Background: an optimization exercise with open tools, aiming at small area, a short achievable clock period and few clock cycles per item. Do not read the settings as production practice. RTL that was checked went through simulation tests only; none was proved equivalent to the original. For runs 1 to 3, only the layout was checked, not whether the RTL still works. Power figures rest on the tool's default switching activity, not on a simulated workload.

`constraint.sdc`:
```
create_clock -name core_clock -period 5.5 [get_ports {clk}]
set_input_delay 1.1000 -clock core_clock [delete_from_list [all_inputs] [get_ports {clk}]]
set_output_delay 1.1000 -clock core_clock [all_outputs]
set_load 0.01 [all_outputs]
```
`design.v`:
```
`default_nettype none
package axi_wr_pkg;
    localparam int ADDR_W   = 32;
    localparam int DATA_W   = 32;
    localparam int STRB_W   = DATA_W / 8;
    localparam int ID_W     = 4;
    localparam int LEN_W    = 8;
    localparam int SIZE_W   = 3;
    localparam int MAX_SIZE = 2;
    localparam int PAGE_BIT = 12;
    localparam int AW_DEPTH = 4;
    localparam int W_DEPTH  = 16;
    localparam int B_DEPTH  = 4;
    localparam int AW_W  = ID_W + ADDR_W + LEN_W + SIZE_W + 2;
    localparam int W_W   = DATA_W + STRB_W + 1;
    localparam int B_W   = ID_W + 2;
    localparam int MEM_W = ID_W + ADDR_W + DATA_W + STRB_W + 1;
    typedef enum logic [1:0] {
        FIXED = 2'b00,
        INCR  = 2'b01,
        WRAP  = 2'b10,
        RSVD  = 2'b11
    } burst_e;
    typedef enum logic [1:0] {
        OKAY   = 2'b00,
        SLVERR = 2'b10
    } resp_e;
    typedef struct packed {
        logic [ID_W-1:0]   id;
        logic [ADDR_W-1:0] addr;
        logic [LEN_W-1:0]  len;
        logic [SIZE_W-1:0] size;
        burst_e            burst;
    } aw_cmd_t;
    typedef struct packed {
        logic [DATA_W-1:0] data;
        logic [STRB_W-1:0] strb;
        logic              last;
    } w_beat_t;
    typedef struct packed {
        logic [ID_W-1:0] id;
        resp_e           resp;
    } b_resp_t;
    typedef struct packed {
        logic [ID_W-1:0]   id;
        logic [ADDR_W-1:0] addr;
        logic [DATA_W-1:0] data;
        logic [STRB_W-1:0] strb;
        logic              last;
    } mem_wr_t;
endpackage
`default_nettype wire
`timescale 1ns/1ps
`default_nettype none
module sync_fifo #(
    parameter int WIDTH = 8,
    parameter int DEPTH = 4
) (
    input  wire logic             clk,
    input  wire logic             rst_n,
    input  wire logic             push,
    input  wire logic [WIDTH-1:0] din,
    output logic                  full,
    input  wire logic             pop,
    output logic      [WIDTH-1:0] dout,
    output logic                  empty
);
    logic [WIDTH-1:0]           mem [DEPTH];
    logic [$clog2(DEPTH)-1:0]   wr_ptr;
    logic [$clog2(DEPTH)-1:0]   rd_ptr;
    logic [$clog2(DEPTH+1)-1:0] count;
    logic                       do_push;
    logic                       do_pop;
    assign do_push = push && !full;
    assign do_pop  = pop && !empty;
    assign full  = (count == DEPTH);
    assign empty = (count == '0);
    assign dout  = mem[rd_ptr];
    always_ff @(posedge clk) begin
        if (do_push) begin
            mem[wr_ptr] <= din;
        end
    end
    always_ff @(posedge clk or negedge rst_n) begin
        if (!rst_n) begin
            wr_ptr <= '0;
            rd_ptr <= '0;
            count  <= '0;
        end else begin
            if (do_push) begin
                wr_ptr <= (wr_ptr == DEPTH - 1) ? '0 : wr_ptr + 1'b1;
            end
            if (do_pop) begin
                rd_ptr <= (rd_ptr == DEPTH - 1) ? '0 : rd_ptr + 1'b1;
            end
            case ({do_push, do_pop})
                2'b10:   count <= count + 1'b1;
                2'b01:   count <= count - 1'b1;
                default: count <= count;
            endcase
        end
    end
endmodule
`default_nettype wire
`timescale 1ns/1ps
`default_nettype none
module aw_decode (
    input  wire logic [axi_wr_pkg::SIZE_W-1:0]    size,
    input  wire logic [1:0]                       burst,
    input  wire logic [axi_wr_pkg::PAGE_BIT-1:0]  cur_addr,
    output logic      [axi_wr_pkg::PAGE_BIT-1:0]  sum_addr,
    output logic                                  carry
);
    localparam int PB = axi_wr_pkg::PAGE_BIT;
    logic [PB-1:0] low;      
    logic [PB-1:0] ones;     
    logic [PB:0]   run;      
    logic          step;     
    always_comb begin
        for (int i = 0; i < PB; i++) begin
            low[i] = (axi_wr_pkg::SIZE_W'(i) < size) && (i < 8);
        end
        ones = cur_addr | low;
        run[0] = 1'b1;
        for (int i = 0; i < PB; i++) begin
            run[i+1] = run[i] && ones[i];
        end
        step = (burst != axi_wr_pkg::FIXED);
        for (int i = 0; i < PB; i++) begin
            sum_addr[i] = !low[i] && (cur_addr[i] ^ (step && run[i]));
        end
        carry = step && run[PB];
    end
endmodule
`default_nettype wire
`timescale 1ns/1ps
`default_nettype none
module burst_engine (
    input  wire logic                      clk,
    input  wire logic                      rst_n,
    input  wire axi_wr_pkg::aw_cmd_t       cmd,
    input  wire logic                      cmd_valid,
    output logic                           cmd_ready,
    input  wire axi_wr_pkg::w_beat_t       beat,
    input  wire logic                      beat_valid,
    output logic                           beat_ready,
    output axi_wr_pkg::mem_wr_t            mem,
    output logic                           mem_we,
    input  wire logic                      mem_ready,
    output logic                           resp_valid,
    input  wire logic                      resp_ready
);
    localparam int PB = axi_wr_pkg::PAGE_BIT;
    logic                           first_q;     
    logic                           mid_q;       
    logic                           last_q;      
    logic                           resp_q;      
    logic [axi_wr_pkg::LEN_W-1:0]   rem_q;
    logic                           stay_q;
    logic [PB-1:0]                  addr_q;
    logic                           use_cmd;
    logic [PB-1:0]                  cur_addr;
    logic [PB-1:0]                  sum_addr;
    logic                           carry;
    logic                           wr;
    assign use_cmd  = first_q || stay_q;
    assign cur_addr = use_cmd ? cmd.addr[PB-1:0] : addr_q;
    aw_decode u_aw_decode (
        .size     (cmd.size),
        .burst    (cmd.burst),
        .cur_addr (cur_addr),
        .sum_addr (sum_addr),
        .carry    (carry)
    );
    assign mem_we     = beat_valid && ((first_q && cmd_valid) || mid_q || last_q);
    assign wr         = mem_we && mem_ready;
    assign beat_ready = wr;
    assign resp_valid = resp_q || (last_q && beat_valid && mem_ready);
    assign cmd_ready  = resp_valid && resp_ready;
    always_comb begin
        mem.id   = cmd.id;
        mem.addr = {cmd.addr[axi_wr_pkg::ADDR_W-1:PB], cur_addr};
        mem.data = beat.data;
        mem.strb = beat.strb;
        mem.last = beat.last;
    end
    always_ff @(posedge clk or negedge rst_n) begin
        if (!rst_n) begin
            first_q <= 1'b1;
            mid_q   <= 1'b0;
            last_q  <= 1'b0;
            resp_q  <= 1'b0;
        end else if (cmd_ready) begin
            first_q <= 1'b1;
            mid_q   <= 1'b0;
            last_q  <= 1'b0;
            resp_q  <= 1'b0;
        end else if (wr) begin
            first_q <= 1'b0;
            if (first_q) begin
                mid_q  <= (cmd.len > 8'd1);
                last_q <= (cmd.len == 8'd1);
                resp_q <= (cmd.len == 8'd0);
            end else begin
                mid_q  <= (rem_q > 8'd2);
                last_q <= (rem_q == 8'd2);
                resp_q <= last_q;
            end
        end
    end
    always_ff @(posedge clk) begin
        if (wr) begin
            rem_q <= first_q ? cmd.len : rem_q - 1'b1;
        end
        if (wr && first_q) begin
            stay_q <= carry;
        end
        if (wr && !carry) begin
            addr_q <= sum_addr;
        end
    end
endmodule
`default_nettype wire
`timescale 1ns/1ps
`default_nettype none
module wresp_gen (
    input  wire axi_wr_pkg::aw_cmd_t         cmd,
    output axi_wr_pkg::b_resp_t              b
);
    logic size_err;
    assign size_err = (cmd.size > axi_wr_pkg::SIZE_W'(axi_wr_pkg::MAX_SIZE));
    assign b.id     = cmd.id;
    assign b.resp   = size_err ? axi_wr_pkg::SLVERR : axi_wr_pkg::OKAY;
endmodule
`default_nettype wire
`timescale 1ns/1ps
`default_nettype none
module axi_wr_slave (
    input  wire logic                  clk,
    input  wire logic                  rst_n,
    input  wire axi_wr_pkg::aw_cmd_t   aw,
    input  wire logic                  aw_valid,
    output logic                       aw_ready,
    input  wire axi_wr_pkg::w_beat_t   w,
    input  wire logic                  w_valid,
    output logic                       w_ready,
    output axi_wr_pkg::b_resp_t        b,
    output logic                       b_valid,
    input  wire logic                  b_ready,
    output axi_wr_pkg::mem_wr_t        mem,
    output logic                       mem_we,
    input  wire logic                  mem_ready
);
    burst_engine u_burst_engine (
        .clk        (clk),
        .rst_n      (rst_n),
        .cmd        (aw),
        .cmd_valid  (aw_valid),
        .cmd_ready  (aw_ready),
        .beat       (w),
        .beat_valid (w_valid),
        .beat_ready (w_ready),
        .mem        (mem),
        .mem_we     (mem_we),
        .mem_ready  (mem_ready),
        .resp_valid (b_valid),
        .resp_ready (b_ready)
    );
    wresp_gen u_wresp_gen (
        .cmd (aw),
        .b   (b)
    );
endmodule
`default_nettype wire
```
`standard.sh`:
```
#!/bin/bash
# synth_recipe.tcl (not shown) runs the flow's synth.tcl, then flattens the netlist and writes it again
# the make line also repeats each setting of config.mk as NAME=value (left out here)
make -C /OpenROAD-flow-scripts/flow DESIGN_CONFIG=/design/flow/config.mk WORK_HOME=/design/flow/orfs CLKGATE_MAP_FILE= SYNTH_SCRIPT=/design/flow/synth_recipe.tcl "${@:-finish}"
```
`flow/run.sh`:
```
#!/bin/bash
export BUFFER_PORTS_ARGS="-buffer_cell sky130_fd_sc_hd__buf_2"
bash standard.sh > standard.log 2>&1
```
`config.mk`:
```
export PLATFORM = sky130hd
export DESIGN_NAME = axi_wr_slave
export DESIGN_NICKNAME = axi_wr_slave
export VERILOG_FILES = /design/flow/design.v
export SDC_FILE = /design/flow/constraint.sdc
export NUM_CORES = 4
export LEC_CHECK = 0
export CAP_MARGIN = 20
export CORE_MARGIN = 2
export CORE_UTILIZATION = 40
export SETUP_SLACK_MARGIN = 2.7
export SLEW_MARGIN = 20
```
==> summary.md, run 1 <==
| Metric | Value |
|---|---|
| Core area | `approximately 5400 um2` |
| WS Path Type | `flip-flop to output port` |
| Overall Global Routing Usage | `0.1484` |
| CTS Root Cell | `clkbuf_8` |
| Synth unique cells | `53` |
| Crit path capture type | `output port` |
| Final Setup Violations | `0` |
| Asr flop ratio synth | `0.1600` |
| Status | `finished clean` |
| Met2 Use GR | `0.2393` |
| DR DRC count | `0` |
| Max Freq | `between 0.3 and 0.4 GHz` |
| Clk buf depth | `2` |
| Vias in the first global route | `about 1600` |
| Area leader, netlist | `edfxtp_1` |
| Clock transition at path regs | `around 0.09 ns` |
| Detail Route Antenna Nets | `0` |
| Dpl cells | `about 290` |
| Number of warnings issued by yosys | `2` |
| Post-Syn Instances | `approximately 240` |
| Hold Violations, Final | `0` |
| Syn nets | `337` |
| Gr ovfl total | `0` |
| Final cycle utilization of the critical path | `0.5076` |
| Met3 GRT Util | `0.03750` |
| Seq cells post-synth | `25` |
| Fraction of layout cells with a size suffix above 1 | `0.4153` |
| Crit-path slowest cell | `dfstp_4` |
| Syn_area_per_cell | `roughly 9 um2` |
| Arrival time worst endpoint | `1.69 ns` |
| Total Power | `between 0.8 and 0.9 mW` |
| Synthesized cell area | `2238 um2` |
| Worst-path cell chain | `nor2_4, buf_12, buf_8, mux2_4, buf_6` |
| Worst Skew | `approximately 0.0022 ns` |
| Die W | `around 79 um` |
| Global Route met1 Usage | `0.1991` |
| Via count | `roughly 1600` |
| Most used DFF post-synth | `edfxtp_1` |
| GP Congestion | `0.8093` |
| Max IR drop VDD | `156.7 uV` |
| Fin. max-slew vios | `0` |
| DRT Wirelength | `~4500 um` |
| IO Port Bufs | `between 40 and 50` |
| Initial antenna violation count | `0` |
| Leak pwr | `about 0.95 nW` |
| Yosys top cell area share | `0.2817` |
| CP required | `between 4 and 5 ns` |
| Crit path launch type | `flip-flop` |
| FILL cells | `about 530` |
| Drt pass-1 iters | `4` |
| Pwr dens | `366.8 nW/um2` |
| Core Util, Final | `0.4332` |
| 1st-iter DRT viols | `39` |
| Num CTS Buffers | `3` |
| H-tree depth | `1` |
| Worst-path maximum fanout | `7` |
| Hold Crit Class | `flip-flop to flip-flop` |
| CTS tree | `built` |
| Drt wl/cell | `roughly 15 um` |
| Io pins | `~180` |
| Number of max-cap violations | `0` |
| Largest net degree at the start of global routing | `16` |
| Area Growth Syn to Fin | `5.254%` |
| Most crowded layer after global routing | `met2` |
| Row count | `27` |
| Die Height | `78.81 um` |
| Fin cells | `between 300 and 400` |
| HPWL Detailed | `3176 um` |
| TNS Setup | `0 ns` |
| First-pass GRT wire length | `7355 um` |
| Nets | `roughly 330` |
| Sequential share of the synthesized area | `0.3270` |
| Crit path time final | `2.792 ns` |
| Antenna diodes | `0` |
| Worst skew pair latency | `between 0.2 and 0.3 ns` |
| Die area | `between 6000 and 7000 um2` |
| Starting Density | `0.4115` |
| RSZ-0062 raised after global routing | `true` |
| Vias/cell | `approximately 5.1` |
| EDFF count, synth | `21` |
| Largest stage delay on the critical path | `between 0.6 and 0.7 ns` |
| Area contributors post-synth | `edfxtp_1 28%, buf_4 23%, xnor2_1 3.9%` |
| # clock sinks | `25` |
-- cells by family (layout without fill, tap and decap cells) --
kind of cell,after synthesis,in the layout,share of synthesized area
other,1,1,0.001675
and+or+nand+nor,65,65,0.1699
AOI/OAI and AO/OA,41,41,0.1336
adders and majority gates,2,2,0.01118
xor gates and xnor gates,12,12,0.04695
buffers and inverters,88,81,0.2689
muxes,9,9,0.04081
DFF,25,25,0.3270
-- per-stage QoR --
stage | instance area (um2) | setup slack (ns) | hold slack (ns)
after global placement | 2032 | 2.352 | 0.5319
after floorplan | 2261 | 2.748 | 0.4939
after global routing | 2356 | 2.665 | 0.6054
after detailed placement | 2032 | 2.326 | 0.5216
final | 2356 | 2.708 | 0.5701
after CTS | 2287 | 2.707 | 0.5753
-- routing by layer --
metal | up-vias | part of all wire
met3 | 14 | 0.067
met1 | 735 | 0.43
met4 | 0 | 0.015
met5 | - | 0
li1 | 762 | -
met2 | 55 | 0.49
-- synthesized netlist by cell type, types with 2 or more instances --
| library cell | n |
|---|---|
| buf_4 | 68 |
| nand2_1 | 22 |
| edfxtp_1 | 21 |
| inv_1 | 13 |
| o21ai_0 | 11 |
| xnor2_1 | 10 |
| mux2i_1 | 8 |
| nor2_1 | 7 |
| nor3_1 | 7 |
| a21o_1 | 5 |
| a21oi_1 | 4 |
| and2_1 | 4 |
| clkbuf_1 | 4 |
| dfrtp_1 | 3 |
| nor3_2 | 3 |
| nor4_1 | 3 |
| o21a_1 | 3 |
| a211o_1 | 2 |
| a211oi_1 | 2 |
| a31oi_1 | 2 |
| and3_4 | 2 |
| buf_6 | 2 |
| ha_1 | 2 |
| nand3_1 | 2 |
| nor2b_1 | 2 |
| nor4_2 | 2 |
| nor4b_1 | 2 |
| xor2_1 | 2 |
-- final cells by class --
cell class / instances / area, um2 / area share
Sequential cell: 25 / 735.7 / 0.3123
Timing Repair Buffer: 64 / 399.1 / 0.1694
Inverter: 13 / 48.80 / 0.02071
Multi-Input combinational cell: 130 / 1037 / 0.4403
Tap cell: 72 / 90.09 / 0.03824
Clock buffer: 4 / 45.04 / 0.01912
-- worst max-delay path: cells and delay by family (launching register included) --
kind | cells | cell delay (ns)
flip-flops | 1 | 0.68
AND/OR/NAND/NOR | 1 | 0.06
buffers and inverters | 3 | 0.38
multiplexers | 1 | 0.30
-- what timing repair did --
action | in CTS | in global routing
pin swaps | 4 | 1
gates resized for setup | 22 | 8
buffers inserted | 13 | 4
hold buffers | 0 | 0
setup endpoints to repair | 27 | 14
-- registers in the layout (all words and copies together) (netlist names) --
| signal | count |
|---|---|
| u_burst_engine.addr_q | 12 |
| u_burst_engine.rem_q | 8 |
| u_burst_engine.first_q | 1 |
| u_burst_engine.last_q | 1 |
| u_burst_engine.mid_q | 1 |
| u_burst_engine.resp_q | 1 |
| u_burst_engine.stay_q | 1 |
-- final timing paths --
path,from,end,slack (ns),cells after the start
min in group asynchronous,rst_n,u_burst_engine.mid_q$_DFFE_PN0P_,0.61,1
worst min register to register,u_burst_engine.resp_q$_DFFE_PN0P_,u_burst_engine.resp_q$_DFFE_PN0P_,0.57,2
worst min-delay path,u_burst_engine.resp_q$_DFFE_PN0P_,u_burst_engine.resp_q$_DFFE_PN0P_,0.57,2
worst max register to register,u_burst_engine.first_q$_DFFE_PN1P_,u_burst_engine.addr_q[6]$_DFFE_PP_,2.92,7
worst max-delay path,u_burst_engine.first_q$_DFFE_PN1P_,mem[46],2.71,5
max in group asynchronous,rst_n,u_burst_engine.first_q$_DFFE_PN1P_,4.68,1
-- cell usage in the layout, fill, tap and decap left out, types with 3 or more instances in the layout --
master	instances
a21o_1	5
a21oi_1	4
and2_1	3
buf_2	45
buf_4	14
buf_6	3
clkbuf_8	3
dfrtp_1	3
edfxtp_1	21
inv_1	10
inv_2	3
mux2i_1	3
mux2i_4	5
nand2_1	21
nor2_1	6
nor3_1	6
nor3_2	4
nor4_1	3
o21a_1	3
o21ai_0	10
xnor2_1	10
-- where the power goes --
part | leakage [nW] | internal [mW] | switching [mW] | total, mW
Combinational | 0.679 | 0.216 | 0.227 | 0.442
Clock | 0.0228 | 0.0519 | 0.0598 | 0.112
Sequential | 0.245 | 0.271 | 0.0395 | 0.310
Total | 0.946 | 0.538 | 0.326 | 0.864
==> run 2: changes to the inputs <==
--- a/config.mk
+++ b/config.mk
@@ -8,5 +8,5 @@
 export CAP_MARGIN = 20
 export CORE_MARGIN = 2
 export CORE_UTILIZATION = 40
-export SETUP_SLACK_MARGIN = 2.7
+export SETUP_SLACK_MARGIN = 2.5
 export SLEW_MARGIN = 20
==> summary.md, run 2 <==
| Metric | Value |
|---|---|
| Status | `finished clean` |
| Clk buf depth | `2 (unchanged)` |
| H-tree depth | `1 (unchanged)` |
| Synthesized cell area | `2238 um2 (unchanged)` |
| Number of warnings issued by yosys | `2 (unchanged)` |
| Hold Crit Class | `flip-flop to flip-flop` |
| Gr ovfl total | `0 (unchanged)` |
| Most used DFF post-synth | `edfxtp_1` |
| Area Growth Syn to Fin | `-2.012%` |
| Area contributors post-synth | `edfxtp_1 28%, buf_4 23%, xnor2_1 3.9%` |
| Final cycle utilization of the critical path | `0.5309 (+0.02336)` |
| Synth unique cells | `53 (unchanged)` |
| Die area | `6210 um2 (unchanged)` |
| Num CTS Buffers | `3 (unchanged)` |
| Die Height | `78.81 um (unchanged)` |
| Vias/cell | `5.027 (-1.1%)` |
| Arrival time worst endpoint | `1.82 ns (+0.13 ns)` |
| Max Freq | `0.3424 GHz (-4.4%)` |
| Yosys top cell area share | `0.2817 (unchanged)` |
| # clock sinks | `25 (unchanged)` |
| Final Setup Violations | `0 (unchanged)` |
| Crit-path slowest cell | `a211oi_2` |
| Drt wl/cell | `14.28 um (-2.4%)` |
| Most common cell after layout, fill and taps aside | `buf_2` |
| EDFF count, synth | `21 (unchanged)` |
| Syn nets | `337 (unchanged)` |
| 1st-iter DRT viols | `24 (-38%)` |
| Fin. max-slew vios | `0 (unchanged)` |
| Via count | `1513 (-3.4%)` |
| Reg2reg setup slack | `2.93 ns (about the same)` |
| IO Port Bufs | `47 (unchanged)` |
| Syn_area_per_cell | `9.212 um2 (unchanged)` |
| WS Path Type | `primary input to output port` |
| Worst skew pair latency | `0.27 ns (about the same)` |
| Die W | `78.81 um (unchanged)` |
| Row count | `27 (unchanged)` |
| Nets | `324 (-2.1%)` |
| Largest net degree at the start of global routing | `30 (+14)` |
| Worst Skew | `0.006508 ns (+0.004355 ns)` |
| Overall Global Routing Usage | `0.1316 (-0.01681)` |
| GP Congestion | `0.7782 (-3.8%)` |
| Leak pwr | `0.8857 nW (-6.4%)` |
| Most frequent CP cell | `buf_2` |
| Core Util, Final | `0.4033 (-0.02991)` |
| Pwr dens | `361.8 nW/um2 (-1.4%)` |
| Total Power | `0.7936 mW (-8.2%)` |
| Worst-path maximum fanout | `16 (+9)` |
| Fraction of layout cells with a size suffix above 1 | `0.3624 (-0.05281)` |
| Largest stage delay on the critical path | `0.24 ns (-0.44 ns)` |
| Number of flip-flops in the largest register | `12 (unchanged)` |
| Sequential share of the synthesized area | `0.3270 (unchanged)` |
| Most common cell in the netlist | `buf_4` |
| Detail Route Antenna Nets | `0 (unchanged)` |
| TNS Setup | `0 ns (unchanged)` |
| Vias in the first global route | `1466 (-5.8%)` |
| Area leader, netlist | `edfxtp_1` |
| Core area | `5439 um2 (unchanged)` |
| Seq cells post-synth | `25 (unchanged)` |
| Worst-path cell chain | `buf_2, a211oi_2, nor2_1, buf_6, buf_2` |
| Top Registers | `u_burst_engine.addr_q x12, u_burst_engine.rem_q x8` |
| Drt pass-1 iters | `4 (unchanged)` |
| Hold Violations, Final | `0 (unchanged)` |
| Worst Path Buf+Inv | `3 (unchanged)` |
| Io pins | `175 (unchanged)` |
| Crit path launch type | `primary input` |
| HPWL Detailed | `3131 um (-1.4%)` |
| Crit path capture type | `output port` |
| First-pass GRT wire length | `6596 um (-10%)` |
| DRT Wirelength | `4297 um (-4.6%)` |
| Initial antenna violation count | `0 (unchanged)` |
| Most frequent cells in the layout | `47 x buf_2, 22 x nand2_1, 21 x edfxtp_1` |
| RSZ-0062 raised after global routing | `true` |
| CP required | `4.40 ns (about the same)` |
| Number of max-cap violations | `0 (unchanged)` |
| Crit path time final | `2.920 ns (+0.1285 ns)` |
| CP top delay family | `buffers and inverters` |
| CTS Root Cell | `clkbuf_8` |
| Antenna diodes | `0 (unchanged)` |
| Starting Density | `0.4115 (unchanged)` |
| CTS tree | `built` |
| DR DRC count | `0 (unchanged)` |
| Synth cell count leaders | `68 x buf_4, 22 x nand2_1, 21 x edfxtp_1` |
| Most flop-heavy register | `u_burst_engine.addr_q` |
| Max IR drop VDD | `155.4 uV (-0.86%)` |
| Clock transition at path regs | `0.09 ns (about the same)` |
| Asr flop ratio synth | `0.1600 (unchanged)` |
| Post-Syn Instances | `243 (unchanged)` |
==> run 2: path summary, 6_finish.rpt <==
kind / from / endpoint / cells after the start
min in group asynchronous: rst_n / u_burst_engine.last_q$_DFFE_PN0P_ / 1
min reg2reg: u_burst_engine.mid_q$_DFFE_PN0P_ / u_burst_engine.mid_q$_DFFE_PN0P_ / 2
max in group asynchronous: rst_n / u_burst_engine.first_q$_DFFE_PN1P_ / 1
max: aw_valid / w_ready / 5
max reg2reg: u_burst_engine.first_q$_DFFE_PN1P_ / u_burst_engine.addr_q[8]$_DFFE_PP_ / 6
min: u_burst_engine.mid_q$_DFFE_PN0P_ / u_burst_engine.mid_q$_DFFE_PN0P_ / 2
==> run 2: stage by stage <==
stage / instances / area (um2) / worst slack, ns / hold WS (ns)
after floorplan: 243 / 2245 / 2.538 / 0.4974
after global placement: 288 / 2024 / 2.320 / 0.5178
after detailed placement: 288 / 2024 / 2.259 / 0.5230
after CTS: 294 / 2106 / 2.469 / 0.5473
after global routing: 301 / 2193 / 2.482 / 0.5729
final: 301 / 2193 / 2.580 / 0.5472
==> run 2: kinds of logic (layout without fill, tap and decap cells) <==
family                     Yosys count  in the layout  share of synthesized area
adders and majority gates            2              2                    0.01118
muxes                                9              9                    0.04081
DFF                                 25             25                     0.3270
buffers and inverters               88             73                     0.2689
other                                1              1                   0.001675
AOI/OAI and AO/OA                   41             41                     0.1336
and+or+nand+nor                     65             66                     0.1699
xor gates and xnor gates            12             12                    0.04695
==> run 2: area by class of cell <==
class | instances | area (um2)
repair buffers | 56 | 312.8
clock buffers | 4 | 45.04
inverters | 13 | 48.80
multi-input cells | 131 | 960.9
well taps | 72 | 90.09
fillers | 541 | 3246
flip-flops and latches | 25 | 735.7
==> run 2: what timing repair did <==
action	4_1_cts	5_1_grt
setup buffers	2	6
hold endpoints to repair	0	0
resized for setup	5	6
pin swaps	1	1
cloned	0	1
hold buffers	0	0
setup endpoints to repair	20	20
==> run 2: worst register-to-register path: stages (launching register included) <==
cell and delay, ns:
dfstp_4 0.74, nor2_2 0.11, buf_4 0.16, a2111o_1 0.47
nand4_2 0.19, nor3_2 0.10, a31oi_4 0.45
==> run 2: per-layer routing <==
metal  wire (um)  GRT usage  up-vias
met5           0          0        -
met3         324    0.04545       12
li1            -          -      752
met2        2052     0.2231       57
met1        1885     0.1606      692
met4          34    0.03158        0
==> run 2: report_power, final <==
part           internal (mW)  switching (mW)  total (mW)
clock network         0.0519          0.0595       0.111
registers              0.271          0.0457       0.317
logic                  0.169           0.197       0.366
==> run 3: changes to the inputs <==
==> flow/run.sh (replaced) <==
#!/bin/bash
export BUFFER_PORTS_ARGS="-buffer_cell sky130_fd_sc_hd__buf_1"
bash standard.sh > standard.log 2>&1
--- a/config.mk
+++ b/config.mk
@@ -5,6 +5,7 @@
 export SDC_FILE = /design/flow/constraint.sdc
 export NUM_CORES = 4
 export LEC_CHECK = 0
+export ABC_AREA = 1
 export CAP_MARGIN = 20
 export CORE_MARGIN = 2
 export CORE_UTILIZATION = 40
==> summary.md, run 3 <==
| Metric | Value |
|---|---|
| Status | `finished clean` |
| Initial antenna violation count | `0 (unchanged)` |
| Most frequent cells in the layout | `58 x nand2_1, 47 x buf_1, 39 x inv_1` |
| Vias/cell | `4.549 (-9.5%)` |
| Synthesized cell area | `2257 um2 (+0.84%)` |
| Post-Syn Instances | `294 (+21%)` |
| Yosys top cell area share | `0.2794 (-0.002342)` |
| CP required | `4.40 ns (about the same)` |
| Starting Density | `0.4124 (+0.0008889)` |
| Number of warnings issued by yosys | `2 (unchanged)` |
| Sw Share | `0.3914 (+0.01072)` |
| Sequential share of the synthesized area | `0.3243 (-0.002719)` |
| Most common cell in the netlist | `buf_4` |
| Post-route setup slack | `2.601 ns (+0.02075 ns)` |
| WS Path Type | `primary input to output port` |
| Net Switching | `0.2593 mW (-14%)` |
| FILL cells | `594 (+9.8%)` |
| Area leader, netlist | `edfxtp_1` |
| Largest net degree at the start of global routing | `19 (-37%)` |
| Multi-input logic area | `853.3 um2 (-11%)` |
| Syn_area_per_cell | `7.677 um2 (-17%)` |
| Clock transition at path regs | `0.08 ns (about the same)` |
| Top Registers | `u_burst_engine.addr_q x12, u_burst_engine.rem_q x8` |
| Antenna diodes | `0 (unchanged)` |
| Asr flop ratio synth | `0.1600 (unchanged)` |
| Pwr dens | `318.6 nW/um2 (-12%)` |
| Via count | `1592 (+5.2%)` |
| Crit path launch type | `primary input` |
| Clk pwr share | `0.162 (+0.022)` |
| 1st-iter DRT viols | `50 (+110%)` |
| # clock sinks | `25 (unchanged)` |
| Power share of the combinational group | `0.413 (-0.048)` |
| Most common cell after layout, fill and taps aside | `nand2_1` |
| Clk buf depth | `2 (unchanged)` |
| Gr ovfl total | `0 (unchanged)` |
| Die area | `6260 um2 (+0.80%)` |
| Synth cell count leaders | `67 x buf_4, 58 x nand2_1, 39 x inv_1` |
| Number of max-cap violations | `0 (unchanged)` |
| HPWL Detailed | `3068 um (-2.0%)` |
| Hold Violations, Final | `0 (unchanged)` |
| Fin. max-slew vios | `0 (unchanged)` |
| Hold_ws | `0.5734 ns (+0.02613 ns)` |
| Worst Skew | `0.004827 ns (-0.001681 ns)` |
| Max Freq | `0.3449 GHz (+0.72%)` |
| Drt pass-1 iters | `4 (unchanged)` |
| H-tree depth | `1 (unchanged)` |
| Row count | `27 (unchanged)` |
| Worst-margin pin slew | `0.5948 ns` |
| Number of flip-flops in the largest register | `12 (unchanged)` |
| DR DRC count | `0 (unchanged)` |
| First-pass GRT wire length | `6644 um (+0.73%)` |
| Final Setup Violations | `0 (unchanged)` |
| Vias in the first global route | `1543 (+5.3%)` |
| Num CTS Buffers | `3 (unchanged)` |
| IO Port Bufs | `47 (unchanged)` |
| Overall Global Routing Usage | `0.1314 (-0.0002407)` |
| Die W | `79.12 um (+0.40%)` |
| Detail Route Antenna Nets | `0 (unchanged)` |
| RSZ-0062 raised after global routing | `false` |
| DRT Wirelength | `3933 um (-8.5%)` |
| Hold Crit Class | `flip-flop to flip-flop` |
| Leak pwr | `0.9203 nW (+3.9%)` |
| Worst skew pair latency | `0.27 ns (about the same)` |
| Seq. cell area | `735.7 um2 (unchanged)` |
| Seq cells post-synth | `25 (unchanged)` |
| Area Growth Syn to Fin | `-7.872%` |
| Relative slew slack | `0.6030` |
| Arrival time worst endpoint | `1.80 ns (-0.02 ns)` |
| Nets | `373 (+15%)` |
| CTS tree | `built` |
| Final cycle utilization of the critical path | `0.5272 (-0.003773)` |
| CTS Root Cell | `clkbuf_8` |
| Synth unique cells | `38 (-28%)` |
| Area contributors post-synth | `edfxtp_1 28%, buf_4 22%, nand2_1 9.6%` |
| Die Height | `79.12 um (+0.40%)` |
| Crit path time final | `2.899 ns (-0.02075 ns)` |
| GP Congestion | `0.8227 (+5.7%)` |
| DP Worst Slack | `2.079 ns (-0.1802 ns)` |
| TNS Setup | `0 ns (unchanged)` |
| Crit path capture type | `output port` |
| Most flop-heavy register | `u_burst_engine.addr_q` |
| Fraction of layout cells with a size suffix above 1 | `0.1259 (-0.2365)` |
| Internal | `0.4032 mW (-18%)` |
| Worst-path maximum fanout | `3 (-13)` |
| Io pins | `175 (unchanged)` |
| Sequential share of power | `0.426 (+0.027)` |
| Most used DFF post-synth | `edfxtp_1` |
| Syn nets | `388 (+15%)` |
| EDFF count, synth | `21 (unchanged)` |
| Drt wl/cell | `11.24 um (-21%)` |
| Core area | `5473 um2 (+0.62%)` |
| Max IR drop VDD | `143.2 uV (-7.9%)` |
run 3: changes by cell type after synthesis, sizes merged, moves of 4 or more:
cell | before | now
nand2 | 22 | 66
inv | 13 | 41
nor2 | 8 | 26
o21ai | 12 | 21
xnor2 | 10 | 1
mux2i | 8 | 0
nand3 | 2 | 10
nor3 | 10 | 2
or2 | 0 | 6
a21o | 5 | 0
and2 | 4 | 0
nor4 | 5 | 1
run 3: final timing paths:
path,startpoint,endpoint,slack (ns),depth (start not counted)
max reg2reg,u_burst_engine.first_q$_DFFE_PN1P_,u_burst_engine.addr_q[5]$_DFFE_PP_,3.09,10
min reg2reg,u_burst_engine.mid_q$_DFFE_PN0P_,u_burst_engine.mid_q$_DFFE_PN0P_,0.57,2
min,u_burst_engine.mid_q$_DFFE_PN0P_,u_burst_engine.mid_q$_DFFE_PN0P_,0.57,2
max in group asynchronous,rst_n,u_burst_engine.first_q$_DFFE_PN1P_,4.62,1
max,w_valid,aw_ready,2.60,6
min in group asynchronous,rst_n,u_burst_engine.resp_q$_DFFE_PN0P_,0.64,1
run 3: critical path, stage by stage:
cell     delay (ns)
buf_1          0.09
nand2_1        0.11
o21ai_2        0.17
nand2_1        0.09
inv_1          0.07
buf_1          0.17
run 3: cell type report:
type                            instances  share of cell area
Timing Repair Buffer                   50             0.09567
Multi-Input combinational cell        158              0.4103
Clock buffer                            4             0.02166
Tap cell                               72             0.04332
Inverter                               41             0.07521
Sequential cell                        25              0.3538
run 3: what timing repair did:
action,in CTS,in global routing
pin swaps,0,1
setup endpoints to repair,15,15
hold buffers,0,0
gates resized for setup,4,2
setup buffers,0,3
run 3: logic make-up after synthesis:
kind of cell | after synthesis | share of synthesized area
xor+xnor | 5 | 0.01940
simple gates | 114 | 0.2511
other cells | 1 | 0.001661
flops | 25 | 0.3243
compound gates | 36 | 0.08870
buf+inv | 111 | 0.3038
fa+ha+maj | 2 | 0.01108
run 3: metrics by stage:
step | instance area, um2 | utilization | power, mW | std cells
after floorplan | 2257 | - | 0.5313 | 294
after global placement | 1994 | 0.3644 | 0.5442 | 343
after detailed placement | 1994 | 0.3644 | 0.5456 | 343
after CTS | 2051 | 0.3747 | 0.6590 | 347
after global routing | 2079 | 0.3800 | 0.7202 | 350
final | 2079 | 0.3800 | 0.6626 | 350
run 3: metal layers:
metal | GRT usage | vias up | wire length (um)
met3 | 0.04432 | 8 | 307
met4 | 0.04138 | 0 | 35
met2 | 0.2153 | 57 | 1771
met1 | 0.1628 | 699 | 1818
met5 | 0 | - | 0
li1 | - | 828 | -
run 3: power groups by stage:
stage                     registers [mW]  logic [mW]  clock network (mW)
after floorplan                    0.269       0.263                   0
after detailed placement           0.290       0.255                   0
after CTS                          0.288       0.260               0.111
after global placement             0.291       0.254                   0
final                              0.282       0.273               0.107
after global routing               0.286       0.315               0.119
==> run 4: changes to the inputs <==
--- a/design.v
+++ b/design.v
@@ -151,7 +151,7 @@
     input  wire logic                      resp_ready
 );
     localparam int PB = axi_wr_pkg::PAGE_BIT;
-    logic                           first_q;     
+    logic                           first;       
     logic                           mid_q;       
     logic                           last_q;      
     logic                           resp_q;      
@@ -163,7 +163,8 @@
     logic [PB-1:0]                  sum_addr;
     logic                           carry;
     logic                           wr;
-    assign use_cmd  = first_q || stay_q;
+    assign first    = !(mid_q || last_q || resp_q);
+    assign use_cmd  = first || stay_q;
     assign cur_addr = use_cmd ? cmd.addr[PB-1:0] : addr_q;
     aw_decode u_aw_decode (
         .size     (cmd.size),
@@ -172,7 +173,7 @@
         .sum_addr (sum_addr),
         .carry    (carry)
     );
-    assign mem_we     = beat_valid && ((first_q && cmd_valid) || mid_q || last_q);
+    assign mem_we     = beat_valid && (mid_q || last_q || (cmd_valid && !resp_q));
     assign wr         = mem_we && mem_ready;
     assign beat_ready = wr;
     assign resp_valid = resp_q || (last_q && beat_valid && mem_ready);
@@ -186,18 +187,15 @@
     end
     always_ff @(posedge clk or negedge rst_n) begin
         if (!rst_n) begin
-            first_q <= 1'b1;
             mid_q   <= 1'b0;
             last_q  <= 1'b0;
             resp_q  <= 1'b0;
         end else if (cmd_ready) begin
-            first_q <= 1'b1;
             mid_q   <= 1'b0;
             last_q  <= 1'b0;
             resp_q  <= 1'b0;
         end else if (wr) begin
-            first_q <= 1'b0;
-            if (first_q) begin
+            if (first) begin
                 mid_q  <= (cmd.len > 8'd1);
                 last_q <= (cmd.len == 8'd1);
                 resp_q <= (cmd.len == 8'd0);
@@ -210,9 +208,9 @@
     end
     always_ff @(posedge clk) begin
         if (wr) begin
-            rem_q <= first_q ? cmd.len : rem_q - 1'b1;
-        end
-        if (wr && first_q) begin
+            rem_q <= first ? cmd.len : rem_q - 1'b1;
+        end
+        if (wr && first) begin
             stay_q <= carry;
         end
         if (wr && !carry) begin
--- a/config.mk
+++ b/config.mk
@@ -8,6 +8,6 @@
 export ABC_AREA = 1
 export CAP_MARGIN = 20
 export CORE_MARGIN = 2
-export CORE_UTILIZATION = 40
+export CORE_UTILIZATION = 55
 export SETUP_SLACK_MARGIN = 2.5
 export SLEW_MARGIN = 20
==> summary.md, run 4 <==
| Metric | Value |
|---|---|
| Status | `finished clean` |
| Syn_area_per_cell | `7.986 um2 (+4.0%)` |
| Yosys top cell area share | `0.2800 (+0.0006208)` |
| Crit path time final | `2.944 ns (+0.04405 ns)` |
| Final Setup Violations | `0 (unchanged)` |
| Gr ovfl total | `0 (unchanged)` |
| H-tree depth | `1 (unchanged)` |
| Max IR drop VDD | `177.6 uV (+24%)` |
| Via count | `1587 (-0.31%)` |
| Relative slew slack | `0.6358 (+0.03280)` |
| Area Growth Syn to Fin | `-9.222%` |
| Most frequent CP cell | `buf_1` |
| Worst-margin pin slew | `0.5413 ns (-0.05356 ns)` |
| EDFF count, synth | `21 (unchanged)` |
| Hold Violations, Final | `0 (unchanged)` |
| Final cycle utilization of the critical path | `0.5352 (+0.008009)` |
| Overall Global Routing Usage | `0.1603 (+0.02890)` |
| CTS tree | `built` |
| Drt wl/cell | `11.82 um (+5.2%)` |
| Hold Crit Class | `flip-flop to flip-flop` |
| Post-Syn Instances | `282 (-4.1%)` |
| Most flop-heavy register | `u_burst_engine.addr_q` |
| Area contributors post-synth | `edfxtp_1 28%, buf_4 22%, nand2_1 8.0%` |
| Pwr dens | `439.5 nW/um2 (+38%)` |
| Nets | `359 (-3.8%)` |
| Row count | `23 (-15%)` |
| TNS Setup | `0 ns (unchanged)` |
| Number of flip-flops in the largest register | `12 (unchanged)` |
| Number of max-cap violations | `0 (unchanged)` |
| Post-CTS Hold Fix Bufs | `0 (unchanged)` |
| Die area | `4623 um2 (-26%)` |
| Most frequent cells in the layout | `47 x nand2_1, 47 x buf_1, 36 x inv_1` |
| Sequential share of the synthesized area | `0.3133 (-0.01095)` |
| Clock transition at path regs | `0.09 ns (about the same)` |
| Worst-path cell chain | `buf_1, nand2_1, a21boi_2, nand2_2, inv_4, buf_1` |
| Die Height | `67.99 um (-14%)` |
| Asr flop ratio synth | `0.1250 (-0.03500)` |
| DRT Wirelength | `3713 um (-5.6%)` |
| IO Port Bufs | `47 (unchanged)` |
| # clock sinks | `24 (-4.0%)` |
| Core Util, Final | `0.5148 (+0.1348)` |
| Worst skew pair latency | `0.27 ns (about the same)` |
| First-pass GRT wire length | `5637 um (-15%)` |
| Detail Route Antenna Nets | `0 (unchanged)` |
| Starting Density | `0.5671 (+0.1547)` |
| Arrival time worst endpoint | `1.84 ns (+0.04 ns)` |
| Clk buf depth | `2 (unchanged)` |
| Number of warnings issued by yosys | `2 (unchanged)` |
| HPWL Detailed | `2915 um (-5.0%)` |
| Antenna diodes | `0 (unchanged)` |
| Core area | `3971 um2 (-27%)` |
| Initial antenna violation count | `0 (unchanged)` |
| Crit path launch type | `primary input` |
| Top Registers | `u_burst_engine.addr_q x12, u_burst_engine.rem_q x8` |
| GP Congestion | `0.7475 (-9.1%)` |
| DR DRC count | `0 (unchanged)` |
| Crit-path slowest cell | `a21boi_2` |
| FILL cells | `388 (-35%)` |
| Vias in the first global route | `1333 (-14%)` |
| Syn nets | `376 (-3.1%)` |
| Crit path capture type | `output port` |
| Leak pwr | `0.9136 nW (-0.72%)` |
| Fin. max-slew vios | `0 (unchanged)` |
| Worst Skew | `0.006231 ns (+0.001403 ns)` |
| Max Freq | `0.3397 GHz (-1.5%)` |
| Io pins | `175 (unchanged)` |
| CTS Root Cell | `clkbuf_8` |
| Synthesized cell area | `2252 um2 (-0.22%)` |
| Most common cell in the netlist | `buf_4` |
| Synth cell count leaders | `67 x buf_4, 48 x nand2_1, 37 x inv_1` |
| Die W | `67.99 um (-14%)` |
| WS Path Type | `primary input to output port` |
| Worst-path maximum fanout | `10 (+7)` |
| 1st-iter DRT viols | `59 (+18%)` |
| RSZ-0062 raised after global routing | `true` |
| Num CTS Buffers | `3 (unchanged)` |
| Largest stage delay on the critical path | `0.17 ns (about the same)` |
| Fraction of layout cells with a size suffix above 1 | `0.1364 (+0.01046)` |
| Synth unique cells | `42 (+11%)` |
| CP required | `4.40 ns (about the same)` |
| Seq cells post-synth | `24 (-4.0%)` |
| Area leader, netlist | `edfxtp_1` |
| Vias/cell | `5.054 (+11%)` |
| Drt pass-1 iters | `4 (unchanged)` |
| Most used DFF post-synth | `edfxtp_1` |
| Largest net degree at the start of global routing | `22 (+3)` |
-- run 4: changes by cell type in the layout (fill, tap and decap cells not counted), sizes merged, moves of 2 or more --
| cell | previous run | this run |
|---|---|---|
| o21ai | 21 | 18 |
| nand3 | 10 | 22 |
| nand2 | 66 | 57 |
| or2 | 6 | 1 |
| nor2 | 26 | 22 |
| a21boi | 0 | 2 |
| buf | 50 | 47 |
-- run 4: path summary, 6_finish.rpt --
| path | cells past startpoint | start | slack [ns] | end |
|---|---|---|---|---|
| worst min register to register | 2 | u_burst_engine.resp_q$_DFFE_PN0P_ | 0.56 | u_burst_engine.resp_q$_DFFE_PN0P_ |
| min in group asynchronous | 1 | rst_n | 0.61 | u_burst_engine.last_q$_DFFE_PN0P_ |
| worst min-delay path | 2 | u_burst_engine.resp_q$_DFFE_PN0P_ | 0.56 | u_burst_engine.resp_q$_DFFE_PN0P_ |
| worst max register to register | 12 | u_burst_engine.last_q$_DFFE_PN0P_ | 3.13 | u_burst_engine.addr_q[11]$_DFFE_PP_ |
| worst max-delay path | 6 | aw_valid | 2.56 | w_ready |
| max in group asynchronous | 1 | rst_n | 4.75 | u_burst_engine.resp_q$_DFFE_PN0P_ |
-- run 4: timing repair --
item	4_1_cts	5_1_grt
gates cloned	0	1
pin swaps	0	2
resized for setup	2	2
buffers inserted	0	0
endpoints found under the setup margin	1	2
-- run 4: worst max-delay path: cells and delay by family --
kind	cells	cell delay [ns]
compound gates	1	0.17
simple gates	2	0.20
buf+inv	3	0.37
-- run 4: cells by family (layout without fill, tap and decap cells) --
kind of cell,count (synthesis),after routing,share of synthesized area
AO/OA/AOI/OAI,33,33,0.09335
AND/OR/NAND/NOR,106,107,0.2494
XOR/XNOR,5,5,0.01944
buffers and inverters,110,91,0.3067
adder cells (fa/ha/maj),2,2,0.01111
flip-flops,24,24,0.3133
multiplexers,1,1,0.005000
other,1,1,0.001665
-- run 4: cell type report --
cell class | instances | area (um2) | area share
Inverter | 40 | 155.1 | 0.07589
Tap cell | 50 | 62.56 | 0.03060
Multi-Input combinational cell | 149 | 873.3 | 0.4272
Clock inverter | 1 | 30.03 | 0.01469
Clock buffer | 3 | 41.29 | 0.02020
Timing Repair Buffer | 47 | 176.4 | 0.08629
Sequential cell | 24 | 705.7 | 0.3452
-- run 4: stage by stage --
step	hold slack (ns)	std cells	power [mW]	instance area, um2	setup slack (ns)
floorplan	0.4960	282	0.7091	2252	2.620
global placement	0.5306	309	0.7350	1953	2.470
detailed placement	0.5231	309	0.7363	1953	2.412
CTS	0.5452	313	0.8924	2029	2.503
global route	0.6144	314	0.9770	2044	2.480
finish	0.5583	314	0.8986	2044	2.556
-- run 4: power by group --
part	internal, mW	total [mW]	switching (mW)
Clock	0.0973	0.153	0.0561
Sequential	0.266	0.294	0.0281
Combinational	0.143	0.451	0.308
-- run 4: routing by layer --
metal,part of all wire,global-route usage,vias to the layer above,wire (um)
met3,0.073,0.04770,15,271
met4,0.013,0.06750,0,49
met5,0,0,-,0
met1,0.45,0.2033,704,1659
li1,-,-,804,-
met2,0.47,0.2536,64,1733
Testbench counts of run 4, summed over its fixed seeds: cycles 15,030, beats 13,386.
==> run 5: changes to the inputs <==
--- a/config.mk
+++ b/config.mk
@@ -8,6 +8,6 @@
 export ABC_AREA = 1
 export CAP_MARGIN = 20
 export CORE_MARGIN = 2
-export CORE_UTILIZATION = 55
-export SETUP_SLACK_MARGIN = 2.5
+export CORE_UTILIZATION = 40
+export SETUP_SLACK_MARGIN = 2.65
 export SLEW_MARGIN = 20
==> summary.md, run 5 <==
| Metric | Value |
|---|---|
| Antenna diodes | `0 (unchanged)` |
| Drt pass-1 iters | `4 (unchanged)` |
| TNS Setup | `0 ns (unchanged)` |
| DP Worst Slack | `2.493 ns (+0.08116 ns)` |
| CTS Root Cell | `clkbuf_8` |
| Top Registers | `u_burst_engine.addr_q x12, u_burst_engine.rem_q x8` |
| Overall Global Routing Usage | `0.1349 (-0.02538)` |
| Asr flop ratio synth | `0.1250 (unchanged)` |
| Syn nets | `376 (unchanged)` |
| Post-CTS Hold Fix Bufs | `0 (unchanged)` |
| Row count | `27 (+17%)` |
| Worst-margin pin slew | `0.4945 ns (-0.04672 ns)` |
| Initial antenna violation count | `0 (unchanged)` |
| Starting Density | `0.4115 (-0.1556)` |
| Area leader, netlist | `edfxtp_1` |
| Total Power | `0.9580 mW (+6.6%)` |
| Detail Route Antenna Nets | `0 (unchanged)` |
| CTS tree | `built` |
| Number of max-cap violations | `0 (unchanged)` |
| Io pins | `175 (unchanged)` |
| CP required | `4.40 ns (about the same)` |
| CP top delay family | `buffers and inverters` |
| RSZ-0062 raised after global routing | `true` |
| Reg-to-Reg Start | `u_burst_engine.last_q$_DFFE_PN0P_` |
| Die area | `6247 um2 (+35%)` |
| Worst-path maximum fanout | `4 (-6)` |
| Vias/cell | `4.700 (-7.0%)` |
| Gr ovfl total | `0 (unchanged)` |
| Pwr dens | `437.3 nW/um2 (-0.51%)` |
| Max IR drop VDD | `153.6 uV (-13%)` |
| Clock transition at path regs | `0.08 ns (about the same)` |
| Max Freq | `0.3572 GHz (+5.1%)` |
| H-tree depth | `1 (unchanged)` |
| DRT Wirelength | `4207 um (+13%)` |
| Final Setup Violations | `0 (unchanged)` |
| Relative slew slack | `0.6673 (+0.03143)` |
| Min-delay src | `u_burst_engine.mid_q$_DFFE_PN0P_` |
| Crit-path slowest cell | `buf_2` |
| Largest stage delay on the critical path | `0.13 ns (-0.04 ns)` |
| Fin cells | `350 (+11%)` |
| Hold_ws | `0.5860 ns (+0.02767 ns)` |
| Worst-path cell chain | `buf_1, nand3_1, nand2_1, nand2_2, inv_2, buf_2` |
| Most frequent cells in the layout | `46 x nand2_1, 44 x buf_1, 35 x inv_1` |
| Hold Crit Class | `flip-flop to flip-flop` |
| Clk buf depth | `2 (unchanged)` |
| EDFF count, synth | `21 (unchanged)` |
| Crit path from | `mem_ready` |
| First-pass GRT wire length | `6748 um (+20%)` |
| Most common cell in the netlist | `buf_4` |
| Number of flip-flops in the largest register | `12 (unchanged)` |
| Syn_area_per_cell | `7.986 um2 (unchanged)` |
| Fraction of layout cells with a size suffix above 1 | `0.2050 (+0.06867)` |
| Arrival time worst endpoint | `1.70 ns (-0.14 ns)` |
| Sequential share of the synthesized area | `0.3133 (unchanged)` |
| Reg2reg setup slack | `3.18 ns (+0.05 ns)` |
| Yosys top cell area share | `0.2800 (unchanged)` |
| Most used DFF post-synth | `edfxtp_1` |
| Crit path capture type | `output port` |
| Core Util, Final | `0.4003 (-0.1145)` |
| Crit path launch type | `primary input` |
| Synthesized cell area | `2252 um2 (unchanged)` |
| Num CTS Buffers | `3 (unchanged)` |
| 1st-iter DRT viols | `47 (-20%)` |
| IO Port Bufs | `47 (unchanged)` |
| Synth cell count leaders | `67 x buf_4, 48 x nand2_1, 37 x inv_1` |
| Worst skew pair latency | `0.27 ns (about the same)` |
| Worst Path Buf+Inv | `3 (unchanged)` |
| Vias in the first global route | `1541 (+16%)` |
| GP Congestion | `0.8483 (+13%)` |
| Nets | `373 (+3.9%)` |
| Fin. max-slew vios | `0 (unchanged)` |
| Die W | `79.04 um (+16%)` |
| # clock sinks | `24 (unchanged)` |
| Die Height | `79.04 um (+16%)` |
| Post-route setup slack | `2.701 ns (+0.1440 ns)` |
| FILL cells | `608 (+57%)` |
| DR DRC count | `0 (unchanged)` |
| Final instance area | `2191 um2 (+7.2%)` |
| Largest net degree at the start of global routing | `14 (-36%)` |
| Dpl cells | `331 (+7.1%)` |
| Status | `finished clean` |
| Crit path time final | `2.800 ns (-0.1440 ns)` |
| Leak pwr | `0.9836 nW (+7.7%)` |
| Via count | `1645 (+3.7%)` |
| Seq cells post-synth | `24 (unchanged)` |
| WS Path Type | `primary input to output port` |
| Placed inst area | `1986 um2 (+1.7%)` |
| Most common cell after layout, fill and taps aside | `nand2_1` |
| Final cycle utilization of the critical path | `0.5090 (-0.02618)` |
| HPWL Detailed | `3223 um (+11%)` |
| Most flop-heavy register | `u_burst_engine.addr_q` |
| Drt wl/cell | `12.02 um (+1.7%)` |
| Area Growth Syn to Fin | `-2.722%` |
| Core area | `5473 um2 (+38%)` |
| Hold Violations, Final | `0 (unchanged)` |
| Post-Syn Instances | `282 (unchanged)` |
| Number of warnings issued by yosys | `2 (unchanged)` |
| Worst Skew | `0.003481 ns (-0.002750 ns)` |
| Synth unique cells | `42 (unchanged)` |
| Area contributors post-synth | `edfxtp_1 28%, buf_4 22%, nand2_1 8.0%` |
==> run 5: cell counts after synthesis <==
No cell type changed its count.
==> run 5: per-layer routing <==
layer | part of all wire | global-route usage | wire (um) | vias up
met4 | 0.022 | 0.06207 | 93 | 0
met5 | 0 | 0 | 0 | -
li1 | - | - | - | 830
met1 | 0.42 | 0.1699 | 1766 | 742
met3 | 0.074 | 0.03977 | 311 | 15
met2 | 0.48 | 0.2127 | 2036 | 58
==> run 5: what timing repair did <==
action | CTS | global route
resized for setup | 5 | 8
pin swaps | 4 | 2
cloned | 1 | 0
setup endpoints to repair | 7 | 12
setup buffers | 5 | 9
hold endpoints to repair | 0 | 0
==> run 5: cell type report <==
type	instances	area (um2)	area share
multi-input combinational	149	895.9	0.4089
inverter	40	157.7	0.07196
tap	72	90.09	0.04112
sequential	24	706.9	0.3227
timing repair buffer	61	285.3	0.1302
clock buffer	4	55.05	0.02513
==> run 5: cell families after synthesis <==
| family | share of synthesized area |
|---|---|
| fa+ha+maj | 0.01111 |
| compound gates | 0.09335 |
| buf+inv | 0.3067 |
| simple gates | 0.2494 |
| flops | 0.3133 |
| other cells | 0.001665 |
| xor+xnor | 0.01944 |
| mux | 0.005000 |
==> run 5: worst paths after layout <==
path                                                 endpoint  cells past startpoint
setup / recovery                                     aw_ready                      6
hold / removal               u_burst_engine.mid_q$_DFFE_PN0P_                      2
setup reg to reg           u_burst_engine.addr_q[1]$_DFFE_PP_                     13
hold reg to reg              u_burst_engine.mid_q$_DFFE_PN0P_                      2
max in group asynchronous   u_burst_engine.last_q$_DFFE_PN0P_                      1
min in group asynchronous   u_burst_engine.last_q$_DFFE_PN0P_                      1
==> run 5: worst reg2reg max path: stages (launching register included) <==
cell,delay (ns)
dfrtp_2,0.45
nor2_4,0.16
nand2_8,0.09
nand2_8,0.11
buf_4,0.14
nand2_2,0.06
nand3_1,0.10
nand2_2,0.08
nor2_4,0.14
nand3_4,0.12
nor2_8,0.14
nand4_1,0.13
nand2_1,0.09
inv_1,0.20
==> run 5: power breakdown <==
group          total [mW]  switching [mW]  internal [mW]  leakage (nW)
sequential          0.295          0.0289          0.266         0.233
combinational       0.542           0.334          0.208         0.722
clock               0.121          0.0570         0.0639        0.0288
total               0.958           0.420          0.538         0.984
==> run 6: changes to the inputs <==
--- a/config.mk
+++ b/config.mk
@@ -9,5 +9,5 @@
 export CAP_MARGIN = 20
 export CORE_MARGIN = 2
 export CORE_UTILIZATION = 40
-export SETUP_SLACK_MARGIN = 2.65
+export SETUP_SLACK_MARGIN = 2.5
 export SLEW_MARGIN = 20
==> summary.md, run 6 <==
| Metric | Value |
|---|---|
| Io pins | `175 (unchanged)` |
| Worst skew pair latency | `0.27 ns (about the same)` |
| Syn_area_per_cell | `7.986 um2 (unchanged)` |
| Detail Route Antenna Nets | `0 (unchanged)` |
| Drt pass-1 iters | `4 (unchanged)` |
| Worst-path maximum fanout | `10 (+6)` |
| Number of flip-flops in the largest register | `12 (unchanged)` |
| RSZ-0062 raised after global routing | `true` |
| Syn nets | `376 (unchanged)` |
| Relative slew slack | `0.6332 (-0.03408)` |
| DR DRC count | `0 (unchanged)` |
| Max Freq | `0.3422 GHz (-4.2%)` |
| Final Setup Violations | `0 (unchanged)` |
| Pwr dens | `419.3 nW/um2 (-4.1%)` |
| H-tree depth | `1 (unchanged)` |
| Hold Violations, Final | `0 (unchanged)` |
| Power share of the combinational group | `0.533 (-0.032)` |
| Seq cells post-synth | `24 (unchanged)` |
| 1st-iter DRT viols | `62 (+32%)` |
| Worst-margin pin slew | `0.5452 ns (+0.05064 ns)` |
| Number of warnings issued by yosys | `2 (unchanged)` |
| Hold Crit Class | `flip-flop to flip-flop` |
| Core area | `5473 um2 (unchanged)` |
| Post-Syn Instances | `282 (unchanged)` |
| Most flop-heavy register | `u_burst_engine.addr_q` |
| Overall Global Routing Usage | `0.1298 (-0.005122)` |
| Sequential share of power | `0.342 (+0.034)` |
| Final instance area | `2052 um2 (-6.3%)` |
| Row count | `27 (unchanged)` |
| Fin. max-slew vios | `0 (unchanged)` |
| Final cycle utilization of the critical path | `0.5314 (+0.02238)` |
| Area contributors post-synth | `edfxtp_1 28%, buf_4 22%, nand2_1 8.0%` |
| HPWL Detailed | `3104 um (-3.7%)` |
| TNS Setup | `0 ns (unchanged)` |
| FILL cells | `612 (+0.66%)` |
| Die Height | `79.04 um (unchanged)` |
| Number of max-cap violations | `0 (unchanged)` |
| Vias in the first global route | `1510 (-2.0%)` |
| Arrival time worst endpoint | `1.82 ns (+0.12 ns)` |
| Sw Share | `0.4635 (+0.02517)` |
| Core Util, Final | `0.3749 (-0.02538)` |
| Status | `finished clean` |
| Crit path launch type | `primary input` |
| Crit path capture type | `output port` |
| Nets | `360 (-3.5%)` |
| Max IR drop VDD | `162.8 uV (+6.0%)` |
| GP Congestion | `0.8576 (+1.1%)` |
| Top Registers | `u_burst_engine.addr_q x12, u_burst_engine.rem_q x8` |
| Asr flop ratio synth | `0.1250 (unchanged)` |
| Antenna diodes | `0 (unchanged)` |
| Synth cell count leaders | `67 x buf_4, 48 x nand2_1, 37 x inv_1` |
| Num CTS Buffers | `3 (unchanged)` |
| Net Switching | `0.3988 mW (-5.0%)` |
| Clock transition at path regs | `0.09 ns (about the same)` |
| Initial antenna violation count | `0 (unchanged)` |
| Area leader, netlist | `edfxtp_1` |
| Die area | `6247 um2 (unchanged)` |
| Clk pwr share | `0.125 (about the same)` |
| Starting Density | `0.4115 (unchanged)` |
| Most frequent cells in the layout | `47 x nand2_1, 47 x buf_1, 35 x inv_1` |
| Yosys top cell area share | `0.2800 (unchanged)` |
| CTS Root Cell | `clkbuf_8` |
| Area Growth Syn to Fin | `-8.889%` |
| Synthesized cell area | `2252 um2 (unchanged)` |
| Post-CTS Hold Fix Bufs | `0 (unchanged)` |
| Internal | `0.4616 mW (-14%)` |
| Die W | `79.04 um (unchanged)` |
| Gr ovfl total | `0 (unchanged)` |
| Vias/cell | `4.703 (about the same)` |
| CTS tree | `built` |
| WS Path Type | `primary input to output port` |
| Drt wl/cell | `12.06 um (+0.35%)` |
| CP required | `4.40 ns (about the same)` |
| Clk buf depth | `2 (unchanged)` |
| Most used DFF post-synth | `edfxtp_1` |
| Largest net degree at the start of global routing | `22 (+8)` |
| Leak pwr | `0.9016 nW (-8.3%)` |
| Crit path time final | `2.923 ns (+0.1231 ns)` |
| Synth unique cells | `42 (unchanged)` |
| First-pass GRT wire length | `6534 um (-3.2%)` |
| DRT Wirelength | `4065 um (-3.4%)` |
| Placed inst area | `1981 um2 (-0.25%)` |
| EDFF count, synth | `21 (unchanged)` |
| IO Port Bufs | `47 (unchanged)` |
| # clock sinks | `24 (unchanged)` |
| Sequential share of the synthesized area | `0.3133 (unchanged)` |
| Most common cell in the netlist | `buf_4` |
| Via count | `1585 (-3.6%)` |
| Worst Skew | `0.005013 ns (+0.001533 ns)` |
| Fraction of layout cells with a size suffix above 1 | `0.1358 (-0.06919)` |
==> run 6: area by class of cell <==
cell class,instances,area [um2],area share
multi-input cells,149,869.6,0.4238
flip-flops and latches,24,705.7,0.3439
repair buffers,48,183.9,0.08963
inverters,40,157.7,0.07683
well taps,72,90.09,0.04390
clock buffers,4,45.04,0.02195
==> run 6: critical path, stage by stage <==
cell and delay, ns:
buf_1 0.08, a21boi_1 0.22, nand2_2 0.13, inv_6 0.12, buf_1 0.16
==> run 6: kinds of logic (layout without fill, tap and decap cells) <==
logic type | after synthesis | after routing | synth area share
and+or+nand+nor | 106 | 107 | 0.2494
DFF | 24 | 24 | 0.3133
AOI/OAI and AO/OA | 33 | 33 | 0.09335
xor gates and xnor gates | 5 | 5 | 0.01944
muxes | 1 | 1 | 0.005000
adders and majority gates | 2 | 2 | 0.01111
buffers and inverters | 110 | 92 | 0.3067
other | 1 | 1 | 0.001665
==> run 6: path summary, 6_finish.rpt <==
check	to	cells after the start	slack (ns)	startpoint
setup / recovery	w_ready	5	2.58	w_valid
hold / removal	u_burst_engine.resp_q$_DFFE_PN0P_	2	0.57	u_burst_engine.resp_q$_DFFE_PN0P_
setup reg to reg	u_burst_engine.addr_q[5]$_DFFE_PP_	12	3.13	u_burst_engine.last_q$_DFFE_PN0P_
hold reg to reg	u_burst_engine.resp_q$_DFFE_PN0P_	2	0.57	u_burst_engine.resp_q$_DFFE_PN0P_
max in group asynchronous	u_burst_engine.mid_q$_DFFE_PN0P_	1	4.72	rst_n
min in group asynchronous	u_burst_engine.last_q$_DFFE_PN0P_	1	0.63	rst_n
==> run 6: power by group through the flow <==
stage,Sequential [mW],Clock (mW),Combinational [mW]
CTS,0.292,0.111,0.449
global route,0.299,0.119,0.517
global placement,0.295,0,0.438
finish,0.294,0.108,0.458
floorplan,0.288,0,0.421
detailed placement,0.294,0,0.445
==> run 6: repair_timing <==
item,CTS,global route
endpoints found under the setup margin,1,2
gates cloned,0,1
buffers inserted,1,0
gates resized for setup,3,2
pin swaps,1,1
==> run 6: metrics by stage <==
stage | hold slack, ns | total power, mW | setup WS, ns | instances
3_5_place_dp | 0.5252 | 0.7395 | 2.390 | 331
2_1_floorplan | 0.4960 | 0.7091 | 2.620 | 282
3_3_place_gp | 0.5244 | 0.7336 | 2.440 | 331
6_report | 0.5676 | 0.8604 | 2.577 | 337
5_1_grt | 0.6159 | 0.9348 | 2.492 | 337
4_1_cts | 0.5493 | 0.8518 | 2.547 | 336
==> run 6: routing by layer <==
| layer | vias to the layer above | track usage | routed length [um] | part of all wire |
|---|---|---|---|---|
| met4 | 0 | 0.03103 | 23 | 0.0057 |
| met5 | - | 0 | 0 | 0 |
| li1 | 798 | - | - | - |
| met3 | 4 | 0.05000 | 313 | 0.077 |
| met2 | 58 | 0.2246 | 2076 | 0.51 |
| met1 | 725 | 0.1511 | 1651 | 0.41 |

separate check: timing with driven ports:
Ports are ideal in the flow. The routed layouts listed here were re-timed in OpenROAD.
Step 1: set_driving_cell puts a clkbuf_16 on clk and a buf_2 on each other input, an assumption about the parent block.
Step 2 moves the port delays by t, midway between the first and last clock arrival at a register: inputs arrive t later, outputs are due t later. That takes back most of the time a late clock gives input paths.
a / b / c = no drivers / after step 1 / after step 2; a / b = the first two.
| run | t (ns) | setup slack, ns | slew at the worst register clock pin (ns) | cell pins on the clock port's net |
|---|---|---|---|---|
| run 1 | 0.293 | 2.708 / 2.684 / 2.595 | 0.09 / 0.09 | 1 |
| run 2 | 0.293 | 2.580 / 2.561 / 2.487 | 0.09 / 0.09 | 1 |
| run 3 | 0.290 | 2.601 / 2.574 / 2.574 | 0.08 / 0.08 | 1 |
| run 4 | 0.286 | 2.556 / 2.530 / 2.530 | 0.09 / 0.09 | 1 |
| run 5 | 0.293 | 2.701 / 2.678 / 2.579 | 0.09 / 0.09 | 1 |
| run 6 | 0.291 | 2.577 / 2.555 / 2.555 | 0.09 / 0.09 | 1 |
After both steps every run listed still meets setup and hold. For run 5, which loses most, drivers alone change the setup slack by -0.023 ns; drivers and shift together by -0.122 ns.
